Context: an optimization exercise on an open-source flow, tuned for small area. The choices shown serve that exercise and are no tape-out recipe. Function was checked by simulation only, so behaviour that the tests miss may differ from the original. Power and IR drop assume default switching activity.

## reorder_buffer
module reorder_buffer #(
  parameter int ROB_WIDTH = 4,
  parameter int DATA_W    = 32
) (
  input  logic                 clk,
  input  logic                 rst,
  input  logic                 in_assign_ena,
  input  logic [DATA_W-1:0]    in_inst,
  input  logic [4:0]           in_reg_rd,
  input  logic [DATA_W-1:0]    in_pc,
  input  logic                 in_predicted_taken,
  output logic [ROB_WIDTH-1:0] out_assigned_tag,
  output logic                 out_full,
  input  logic [ROB_WIDTH-1:0] in_query_tag1,
  input  logic [ROB_WIDTH-1:0] in_query_tag2,
  output logic                 out_query_tag1_ready,
  output logic                 out_query_tag2_ready,
  output logic [DATA_W-1:0]    out_query_ready_value1,
  output logic [DATA_W-1:0]    out_query_ready_value2,
  input  logic                 in_cdb_ena,
  input  logic [ROB_WIDTH-1:0] in_cdb_tag,
  input  logic [DATA_W-1:0]    in_cdb_value,
  input  logic                 in_cdb_taken,
  input  logic [DATA_W-1:0]    in_cdb_target,
  output logic                 out_commit_ena,
  output logic [4:0]           out_commit_rd,
  output logic [DATA_W-1:0]    out_commit_value,
  output logic [ROB_WIDTH-1:0] out_commit_tag,
  output logic                 out_store_commit_ena,
  output logic [ROB_WIDTH-1:0] out_store_commit_tag,
  output logic                 out_rollback,
  output logic [DATA_W-1:0]    out_correct_pc,
  output logic                 out_bp_update_ena,
  output logic [DATA_W-1:0]    out_bp_pc,
  output logic                 out_bp_taken
);
export LEC_CHECK = 0
export CAP_MARGIN = 5
export CORE_MARGIN = 2
export CORE_UTILIZATION = 50
export CTS_BUF_LIST = sky130_fd_sc_hd__clkbuf_8
export CTS_CLUSTER_DIAMETER = 45
export CTS_CLUSTER_SIZE = 17
export SETUP_SLACK_MARGIN = 0.1
export SLEW_MARGIN = 5
export SYNTH_HIERARCHICAL = 1
export SYNTH_MINIMUM_KEEP_SIZE = 0
create_clock -name core_clock -period 5.5 [get_ports {clk}]
standard.sh (not shown) runs the stock make flow with config.mk's settings and CLKGATE_MAP_FILE= SYNTH_SCRIPT=/design/flow/synth_recipe.tcl, a recipe that flattens the netlist after the stock synthesis.
==> flow/flow/run.sh <==
#!/bin/bash
# Standard ORFS layout (the standard.sh, standard synthesis unchanged) with two knobs:
#  - port buffers use a plain buffer cell instead of the default delay cell;
#  - CTS does not insert dummy loads.
set -euo pipefail
bash standard.sh \
  "BUFFER_PORTS_ARGS=-buffer_cell sky130_fd_sc_hd__buf_1" \
  "CTS_ARGS=-sink_clustering_enable -repair_clock_nets -sink_clustering_size 17 -sink_clustering_max_diameter 45 -buf_list sky130_fd_sc_hd__clkbuf_8 -dont_use_dummy_load" \
  finish > make.log 2>&1
Edit:
--- a/flow/flow/run.sh
+++ b/flow/flow/run.sh
@@ -7,3 +7,3 @@
   "BUFFER_PORTS_ARGS=-buffer_cell sky130_fd_sc_hd__buf_1" \
-  "CTS_ARGS=-sink_clustering_enable -repair_clock_nets -sink_clustering_size 17 -sink_clustering_max_diameter 45 -buf_list sky130_fd_sc_hd__clkbuf_8 -dont_use_dummy_load" \
+  "CTS_ARGS=-sink_clustering_enable -repair_clock_nets -sink_clustering_size 26 -sink_clustering_max_diameter 90 -buf_list sky130_fd_sc_hd__clkbuf_16 -dont_use_dummy_load" \
   finish > make.log 2>&1
CORE_UTILIZATION = 60   (was 50)
CTS_BUF_LIST = sky130_fd_sc_hd__clkbuf_16   (was sky130_fd_sc_hd__clkbuf_8)
CTS_CLUSTER_DIAMETER = 90   (was 45)
CTS_CLUSTER_SIZE = 26   (was 17)
Effect:
- power falls by 2.3%
- final area is lower by 1.9%
- non-clock buffer count decreases by 34
- worst setup slack is worse by 27 ps
- via count went down by 0.42%

reorder_buffer, a different RTL version from the one above (not shown whole).
For scale: about 1600 flip-flops, about 340 I/O pins.
==> flow/config.mk <==
export PLATFORM = sky130hd
export DESIGN_NAME = reorder_buffer
export DESIGN_NICKNAME = reorder_buffer
export VERILOG_FILES = /design/flow/design.v
export SDC_FILE = /design/flow/constraint.sdc
export NUM_CORES = 4
export LEC_CHECK = 0
export CAP_MARGIN = 20
export CORE_MARGIN = 2
export CORE_UTILIZATION = 50
export CTS_BUF_LIST = sky130_fd_sc_hd__clkbuf_8
export CTS_CLUSTER_DIAMETER = 50
export CTS_CLUSTER_SIZE = 14
export SETUP_SLACK_MARGIN = 0.15
export SLEW_MARGIN = 20
==> flow/constraint.sdc <==
create_clock -name core_clock -period 5.5 [get_ports {clk}]
set_input_delay 1.1000 -clock core_clock [delete_from_list [all_inputs] [get_ports {clk}]]
set_output_delay 1.1000 -clock core_clock [all_outputs]
set_load 0.01 [all_outputs]
==> flow/flow/run.sh <==
#!/bin/bash
# Standard ORFS layout (the standard.sh, standard synthesis unchanged) with two knobs:
#  - port buffers use a plain buffer cell instead of the default delay cell;
#  - CTS does not insert dummy loads.
set -euo pipefail
bash standard.sh \
  "BUFFER_PORTS_ARGS=-buffer_cell sky130_fd_sc_hd__buf_2" \
  "CTS_ARGS=-sink_clustering_enable -repair_clock_nets -sink_clustering_size 14 -sink_clustering_max_diameter 50 -buf_list sky130_fd_sc_hd__clkbuf_8 -dont_use_dummy_load" \
  finish > make.log 2>&1
The baseline finished with timing, DRC and antenna clean.
Edit:
==> flow/flow/run.sh (replaced) <==
#!/bin/bash
# Standard ORFS layout (the standard.sh, standard synthesis unchanged) with two knobs:
#  - port buffers use a plain buffer cell instead of the default delay cell;
#  - CTS does not insert dummy loads.
set -euo pipefail
bash standard.sh \
  "BUFFER_PORTS_ARGS=-buffer_cell sky130_fd_sc_hd__buf_1" \
  "CTS_ARGS=-sink_clustering_enable -repair_clock_nets -sink_clustering_size 17 -sink_clustering_max_diameter 45 -buf_list sky130_fd_sc_hd__clkbuf_8 -dont_use_dummy_load" \
  finish > make.log 2>&1
--- a/flow/config.mk
+++ b/flow/config.mk
@@ -7,3 +7,3 @@
 export LEC_CHECK = 0
-export CAP_MARGIN = 20
+export CAP_MARGIN = 5
 export CORE_MARGIN = 2
@@ -11,5 +11,5 @@
 export CTS_BUF_LIST = sky130_fd_sc_hd__clkbuf_8
-export CTS_CLUSTER_DIAMETER = 50
-export CTS_CLUSTER_SIZE = 14
-export SETUP_SLACK_MARGIN = 0.15
-export SLEW_MARGIN = 20
+export CTS_CLUSTER_DIAMETER = 45
+export CTS_CLUSTER_SIZE = 17
+export SETUP_SLACK_MARGIN = 0.1
+export SLEW_MARGIN = 5
Routed wire length goes up by 0.90%; via count is about the same; non-clock buffer count goes up by 4; sequential power barely changes; utilization goes down by 0.17 points; worst setup slack is worse by 0.040 ns; first-iteration DRC count goes down by 6.3%; design area goes down by 0.30%; cell count is about the same; area after synthesis stays the same; combinational power barely changes.
Edit:
==> flow/run.sh (new file) <==
#!/bin/bash
# synth_recipe.tcl (not shown) runs the flow's synth.tcl, then flattens the netlist and writes it again
# the make line also repeats each setting of config.mk as NAME=value (left out here)
make -C /OpenROAD-flow-scripts/flow DESIGN_CONFIG=/design/flow/config.mk WORK_HOME=/design/flow/orfs CLKGATE_MAP_FILE= SYNTH_SCRIPT=/design/flow/synth_recipe.tcl finish
--- a/flow/config.mk
+++ b/flow/config.mk
@@ -7,3 +7,3 @@
 export LEC_CHECK = 0
-export CAP_MARGIN = 5
+export CAP_MARGIN = 20
 export CORE_MARGIN = 2
@@ -11,5 +11,5 @@
 export CTS_BUF_LIST = sky130_fd_sc_hd__clkbuf_8
-export CTS_CLUSTER_DIAMETER = 45
-export CTS_CLUSTER_SIZE = 17
-export SETUP_SLACK_MARGIN = 0.1
-export SLEW_MARGIN = 5
+export CTS_CLUSTER_DIAMETER = 50
+export CTS_CLUSTER_SIZE = 14
+export SETUP_SLACK_MARGIN = 0.15
+export SLEW_MARGIN = 20
removed: flow/flow/run.sh
removed: flow/standard.sh
Sequential power barely changes.
Register-to-register slack gets better by 0.08 ns.
Power rises by a few percent.
Edit:
==> flow/flow/run.sh (new file) <==
#!/bin/bash
# Standard ORFS layout (the standard.sh, standard synthesis unchanged) with two knobs:
#  - port buffers use a plain buffer cell instead of the default delay cell;
#  - CTS does not insert dummy loads.
set -euo pipefail
bash standard.sh \
  "BUFFER_PORTS_ARGS=-buffer_cell sky130_fd_sc_hd__buf_1" \
  "CTS_ARGS=-sink_clustering_enable -repair_clock_nets -sink_clustering_size 26 -sink_clustering_max_diameter 90 -buf_list sky130_fd_sc_hd__clkbuf_16 -dont_use_dummy_load" \
  finish > make.log 2>&1
==> flow/standard.sh (new file) <==
#!/bin/bash
# synth_recipe.tcl (not shown) runs the flow's synth.tcl, then flattens the netlist and writes it again
# the make line also repeats each setting of config.mk as NAME=value (left out here)
make -C /OpenROAD-flow-scripts/flow DESIGN_CONFIG=/design/flow/config.mk WORK_HOME=/design/flow/orfs CLKGATE_MAP_FILE= SYNTH_SCRIPT=/design/flow/synth_recipe.tcl "${@:-finish}"
==> flow/config.mk (replaced) <==
export PLATFORM = sky130hd
export DESIGN_NAME = reorder_buffer
export DESIGN_NICKNAME = reorder_buffer
export VERILOG_FILES = /design/flow/design.v
export SDC_FILE = /design/flow/constraint.sdc
export NUM_CORES = 4
export LEC_CHECK = 0
export CAP_MARGIN = 5
export CORE_MARGIN = 2
export CORE_UTILIZATION = 60
export CTS_BUF_LIST = sky130_fd_sc_hd__clkbuf_16
export CTS_CLUSTER_DIAMETER = 90
export CTS_CLUSTER_SIZE = 26
export SETUP_SLACK_MARGIN = 0.1
export SLEW_MARGIN = 5
removed: flow/run.sh
After rerunning: Combinational power goes down by about 13%; global-route usage rose by 5.2 points; clock-buffer cell count shrinks by 87; sequential power barely changes; non-clock buffer count goes down by 131; final cell count came out lower by 8.8%; setup slack gets better by 0.045 ns; utilization increases by 6.7 points.

[separate check: timing with driven ports]
The flow's constraints put no driver on any port. The routed layouts listed below were extracted and timed again, unchanged, in two steps.
Step 1 assumes that a clkbuf_16 drives the clock port and a buf_2 every other input.
Step 2, shift: input delay + t, output delay - t, t = (earliest + latest rising clock arrival at the registers) / 2. This alone moves slack from input paths to output paths.
a / b / c = ideal / step 1 / step 2; a / b = the first two.
run | t (ns) | setup WS [ns] | worst register clock-pin slew, ns
the first run of note 1 | 0.982 | 0.178 / 0.096 / 0.464 | 0.11 / 0.11
the second run of note 1 | 0.757 | 0.151 / 0.070 / 0.422 | 0.11 / 0.11
the first run of note 2 | 0.966 | 0.281 / 0.209 / 0.416 | 0.09 / 0.09
the second run of note 2 | 0.956 | 0.240 / 0.166 / 0.385 | 0.10 / 0.10
the third run of note 2 | 0.970 | 0.169 / 0.134 / 0.134 | 0.10 / 0.10
the fourth run of note 2 | 0.742 | 0.214 / 0.141 / 0.373 | 0.11 / 0.11
After both steps every run listed still meets setup and hold. The setup slack of the third run of note 2, which loses most, moves by -0.035 ns with the drivers and by -0.035 ns with both steps.
